Background: an optimization exercise with open tools, aiming at small area and a short achievable clock period. Do not read the settings as production practice. Where RTL was checked, it was by simulation tests only, not by an equivalence proof against the original. Power and IR drop assume default switching activity.

==> flow/design.v (excerpt) <==
module i2c_slave_intf
#(
    parameter int unsigned G_SLAVE_I2C_FIFO_WIDTH = 256,
    parameter logic [6:0]  G_SLAVE_ADDR_RST       = 7'h00,
    localparam int unsigned W                     = $clog2(G_SLAVE_I2C_FIFO_WIDTH)
) (
    input  logic         clk,
    input  logic         rst_n,
    input  logic         addr_wr_i,
    input  logic [6:0]   addr_wdata_i,
    output logic [6:0]   slave_addr_o,
    input  logic         rx_wr_en_i,
    input  logic [7:0]   rx_wdata_i,
    input  logic         rx_rd_en_i,
    output logic [7:0]   rx_rdata_o,
    output logic         rx_rvalid_o,
    input  logic         rx_flush_i,
    output logic [W:0]   rx_count_o,
    output logic         rx_empty_o,
    output logic         rx_full_o,
    output logic         rx_ovf_o,
    output logic         rx_udf_o,
    input  logic         tx_wr_en_i,
    input  logic [7:0]   tx_wdata_i,
    input  logic         tx_rd_en_i,
    output logic [7:0]   tx_rdata_o,
    output logic         tx_rvalid_o,
    input  logic         tx_flush_i,
    output logic [W:0]   tx_count_o,
    output logic         tx_empty_o,
    output logic         tx_full_o,
    output logic         tx_ovf_o,
    output logic         tx_udf_o
);
clock: 5.5 ns
lec_check: 0
cap_margin: 20
core_margin: 2
core_utilization: 40
slew_margin: 20
run.sh (not shown) runs the stock make flow with config.mk's settings and CLKGATE_MAP_FILE= SYNTH_SCRIPT=/design/flow/synth_recipe.tcl, a recipe that flattens the netlist after the stock synthesis.
The first run went through all stages and came out clean.
Change:
SETUP_SLACK_MARGIN = 3.0   (was not set)
=> The new run finished clean; via count climbs by 5.0%; combinational power climbs by 18%; maximum frequency climbs by 4.9%; routed wire length climbs by 11%; register-to-register slack gets better by 0.17 ns; total power drops by 1.0%; area after synthesis does not change; synthesized cell count is unchanged; global-route usage climbs by 2.0 points.
Function was not checked in any run of this note: the RTL went through the layout flow alone.

========
## green
Another version of the RTL of i2c_slave_intf (not shown whole).
For scale: ~8500 cells after synthesis, about 4300 flip-flops, about 83 I/O pins, about 160000 um2 of cells after synthesis.
clock: 5.5 ns
lec_check: 0
cap_margin: 20
core_margin: 2
core_utilization: 60
place_density: 0.72
setup_slack_margin: 3.0
slew_margin: 20
Relative to green, the following input files were edited for purple:
- CTS_CLUSTER_SIZE: unset -> 30
- CTS_BUF_LIST: unset -> sky130_fd_sc_hd__clkbuf_8
## What came out
purple | status: complete | timing, DRC, antenna: pass
green reports its type of the worst min-delay path as in2async while purple reports in2reg.
[purple vs green] routed length on met2: higher in purple
The switching share of power of purple exceeds that of green by 1.9 points.
purple vs green: clock power down in purple
| final critical-path share of the clock period | purple vs green | 2.7 points higher |

========
## v35
i2c_slave_intf, a different RTL version from the one above (not shown whole).
Size in the first run: about 9200 cells after synthesis, about 4500 flip-flops, ~83 I/O pins, roughly 160000 um2 of cells after synthesis.
Settings: LEC_CHECK=0, CAP_MARGIN=20, CORE_MARGIN=2, CORE_UTILIZATION=60, CTS_CLUSTER_DIAMETER=120, CTS_CLUSTER_SIZE=28, PLACE_DENSITY=0.72, SETUP_SLACK_MARGIN=2.9, SLEW_MARGIN=20; clock period 5.5 ns.
Modified inputs, v6 compared to v35
diff --git a/flow/config.mk b/flow/config.mk
--- a/flow/config.mk
+++ b/flow/config.mk
@@ -9,7 +9,7 @@
 export CORE_MARGIN = 2
-export CORE_UTILIZATION = 60
+export CORE_UTILIZATION = 55
 export CTS_CLUSTER_DIAMETER = 120
 export CTS_CLUSTER_SIZE = 28
-export PLACE_DENSITY = 0.72
-export SETUP_SLACK_MARGIN = 2.9
+export PLACE_DENSITY = 0.68
+export SETUP_SLACK_MARGIN = 2.85
 export SLEW_MARGIN = 20
==> notes.md <==
Of v35 and v6, the run reporting the lower number of global-route vias before repair was v6.
On cell area after layout, v35 and v6 are neck and neck.
v6 vs. v35: vias after detailed routing decreased by 725 relative to the old numbers; total placed instance area went up 700 um2; shortest clock period the worst path allows after layout went up 54 ps.
For v56, these inputs were changed with respect to v6:
diff --git a/flow/config.mk b/flow/config.mk
--- a/flow/config.mk
+++ b/flow/config.mk
@@ -9,7 +9,7 @@
 export CORE_MARGIN = 2
-export CORE_UTILIZATION = 55
+export CORE_UTILIZATION = 60
 export CTS_CLUSTER_DIAMETER = 120
 export CTS_CLUSTER_SIZE = 28
-export PLACE_DENSITY = 0.68
-export SETUP_SLACK_MARGIN = 2.85
+export PLACE_DENSITY = 0.72
+export SETUP_SLACK_MARGIN = 2.75
 export SLEW_MARGIN = 20
==> comparison <==
- Delta (v56 minus v6): total non-filler cell area in the finished layout shows a reduction of 0.47%, shortest period the worst path allows up 4.8 ps.
- Of v6 and v56, v6 shows the lower worst hold slack, with v56 above it.
- Cmp v56 vs v6: aggregate global-route resource usage higher in v56
- Against v6, die area in v56 came out better.
- v56 — met3 global-route usage 0.82 points higher, v6 as reference
- Fraction of standard cell area in multi-input logic of v6 is on par with v56.
- The wire length number comes out lower for v56 vs v6.
- The first-pass GRT wire length of v56 was superior to that of v6.
- Compared to v6, v56 has slack of the critical path 4.8 ps lower.

========
i2c_slave_intf, a different RTL version from the one above (not shown whole).
Size in the first run: about 8300 cells after synthesis, about 4200 flip-flops, about 150000 um^2 of cells after synthesis.
// i2c_slave_intf
module i2c_slave_intf
#(
    parameter int unsigned G_SLAVE_I2C_FIFO_WIDTH = 256,
    parameter logic [6:0]  G_SLAVE_ADDR_RST       = 7'h00,
    localparam int unsigned W                     = $clog2(G_SLAVE_I2C_FIFO_WIDTH)
) (
    input  logic         clk,
    input  logic         rst_n,
    input  logic         addr_wr_i,
    input  logic [6:0]   addr_wdata_i,
    output logic [6:0]   slave_addr_o,
    input  logic         rx_wr_en_i,
    input  logic [7:0]   rx_wdata_i,
    input  logic         rx_rd_en_i,
    output logic [7:0]   rx_rdata_o,
    output logic         rx_rvalid_o,
    input  logic         rx_flush_i,
    output logic [W:0]   rx_count_o,
    output logic         rx_empty_o,
    output logic         rx_full_o,
    output logic         rx_ovf_o,
    output logic         rx_udf_o,
    input  logic         tx_wr_en_i,
    input  logic [7:0]   tx_wdata_i,
    input  logic         tx_rd_en_i,
    output logic [7:0]   tx_rdata_o,
    output logic         tx_rvalid_o,
    input  logic         tx_flush_i,
    output logic [W:0]   tx_count_o,
    output logic         tx_empty_o,
    output logic         tx_full_o,
    output logic         tx_ovf_o,
    output logic         tx_udf_o
);
clock: 5.5 ns
lec_check: 0
cap_margin: 20
core_margin: 2
core_utilization: 60
cts_cluster_diameter: 120
cts_cluster_size: 28
place_density: 0.72
setup_slack_margin: 2.6
slew_margin: 20
The first run completed with no timing, DRC or antenna violations.
Then changed:
- SETUP_SLACK_MARGIN: 2.6 -> 3.0
Result:
- The new run completed without violations
- synthesized cell count is unchanged
- setup slack is worse by 0.0074 ns
- routed wire length climbs by 4.1%
- clock skew drops by 0.033 ns
- global-route usage climbs by 0.78 points
- final area climbs by 4.4%
- critical path depth climbs by 1
- die area is unchanged
- fmax stays flat
- utilization climbs by 2.9 points
- power climbs by 1.1%
No run of this note included a check of the RTL's function; only the layout flow was run.

========
Setup of oak:
i2c_slave_intf, a different RTL version from the one above (not shown whole).
For scale: about 83 I/O pins, roughly 160000 um2 of cells after synthesis.
Design i2c_slave_intf, start of the top module:
module i2c_slave_intf
#(
    parameter int unsigned G_SLAVE_I2C_FIFO_WIDTH = 256,
    parameter logic [6:0]  G_SLAVE_ADDR_RST       = 7'h00,
    localparam int unsigned W                     = $clog2(G_SLAVE_I2C_FIFO_WIDTH)
) (
    input  logic         clk,
    input  logic         rst_n,
    input  logic         addr_wr_i,
    input  logic [6:0]   addr_wdata_i,
    output logic [6:0]   slave_addr_o,
    input  logic         rx_wr_en_i,
    input  logic [7:0]   rx_wdata_i,
    input  logic         rx_rd_en_i,
    output logic [7:0]   rx_rdata_o,
    output logic         rx_rvalid_o,
    input  logic         rx_flush_i,
    output logic [W:0]   rx_count_o,
    output logic         rx_empty_o,
    output logic         rx_full_o,
    output logic         rx_ovf_o,
    output logic         rx_udf_o,
    input  logic         tx_wr_en_i,
    input  logic [7:0]   tx_wdata_i,
    input  logic         tx_rd_en_i,
    output logic [7:0]   tx_rdata_o,
    output logic         tx_rvalid_o,
    input  logic         tx_flush_i,
    output logic [W:0]   tx_count_o,
    output logic         tx_empty_o,
    output logic         tx_full_o,
    output logic         tx_ovf_o,
    output logic         tx_udf_o
);
    logic [6:0] slave_addr_q;
    always_ff @(posedge clk or negedge rst_n) begin
        if (!rst_n) begin
            slave_addr_q <= G_SLAVE_ADDR_RST;
        end else if (addr_wr_i) begin
            slave_addr_q <= addr_wdata_i;
        end
    end
    assign slave_addr_o = slave_addr_q;
    i2c_byte_fifo u_rx_fifo (
        .clk      (clk),
        .rst_n    (rst_n),
        .wr_en_i  (rx_wr_en_i),
        .wdata_i  (rx_wdata_i),
        .rd_en_i  (rx_rd_en_i),
        .flush_i  (rx_flush_i),
        .rdata_o  (rx_rdata_o),
        .rvalid_o (rx_rvalid_o),
        .count_o  (rx_count_o),
        .empty_o  (rx_empty_o),
        .full_o   (rx_full_o),
        .ovf_o    (rx_ovf_o),
        .udf_o    (rx_udf_o)
    );
    i2c_byte_fifo u_tx_fifo (
        .clk      (clk),
        .rst_n    (rst_n),
        .wr_en_i  (tx_wr_en_i),
        .wdata_i  (tx_wdata_i),
        .rd_en_i  (tx_rd_en_i),
        .flush_i  (tx_flush_i),
        .rdata_o  (tx_rdata_o),
        .rvalid_o (tx_rvalid_o),
        .count_o  (tx_count_o),
  ...
clock: 5.5 ns
lec_check: 0
cap_margin: 20
core_margin: 2
core_utilization: 60
cts_cluster_diameter: 120
cts_cluster_size: 28
place_density: 0.72
setup_slack_margin: 3.1
slew_margin: 20
### oak -> pine
- SETUP_SLACK_MARGIN changed from 3.1 to 2.9
==> notes.md <==
Side by side, average via count per standard cell turned out lower in pine than in oak. As far as source-to-sink clock delay at the later pin of the worst-skew pair is concerned, oak and pine perform about the same. oak has higher fraction of final layout cells sized beyond drive strength 1 than pine. Relative to oak, via count has gone down in pine. As far as share of flip-flops with an asynchronous set or reset after synthesis goes, pine and oak are indistinguishable; the numbers are identical. NOTE: final cell count in pine falls short of that of oak. Core util | pine vs oak | pine lower. Power density over cell area, pine vs oak: up slightly. Delta (pine minus oak): wire length has decreased; met2 usage in global routing now sits lower.

[re-timing with driven ports]
How much do the figures lean on ideal ports? The routed layouts below were timed once more, with nothing changed but the port constraints. Step 1, drivers: a clkbuf_16 drives clk and a buf_2 each remaining input, both assumed. Step 2 also shifts input and output timing later by t, the mid clock arrival at the registers, as if the neighbouring blocks saw the same clock. a / b / c = ideal ports / drivers / drivers and shift; a / b = the first two.
run | t (ns) | setup slack, ns | worst slew at a driven data input, ns
the first run of note 1 | 1.105 | 1.922 / 1.922 / 1.377 | 0.08
the second run of note 1 | 1.098 | 2.088 / 2.088 / 1.921 | 0.10
green | 1.062 | 2.621 / 2.620 / 1.947 | 0.07
purple | 1.323 | 2.470 / 2.377 / 1.850 | 0.08
v35 | 1.046 | 2.753 / 2.643 / 2.032 | 0.22
v6 | 1.026 | 2.699 / 2.648 / 1.977 | 0.14
v56 | 1.031 | 2.694 / 2.678 / 1.903 | 0.17
the first run of note 4 | 0.986 | 2.466 / 2.517 / 1.551 | 0.05
the second run of note 4 | 0.966 | 2.459 / 2.459 / 2.021 | 0.15
oak | 1.036 | 2.768 / 2.663 / 2.134 | 0.07
pine | 1.029 | 2.718 / 2.619 / 1.903 | 0.18
After both steps every run listed still meets setup and hold. For the first run of note 4, which loses most, drivers alone change the setup slack by +0.051 ns; drivers and shift together by -0.915 ns.
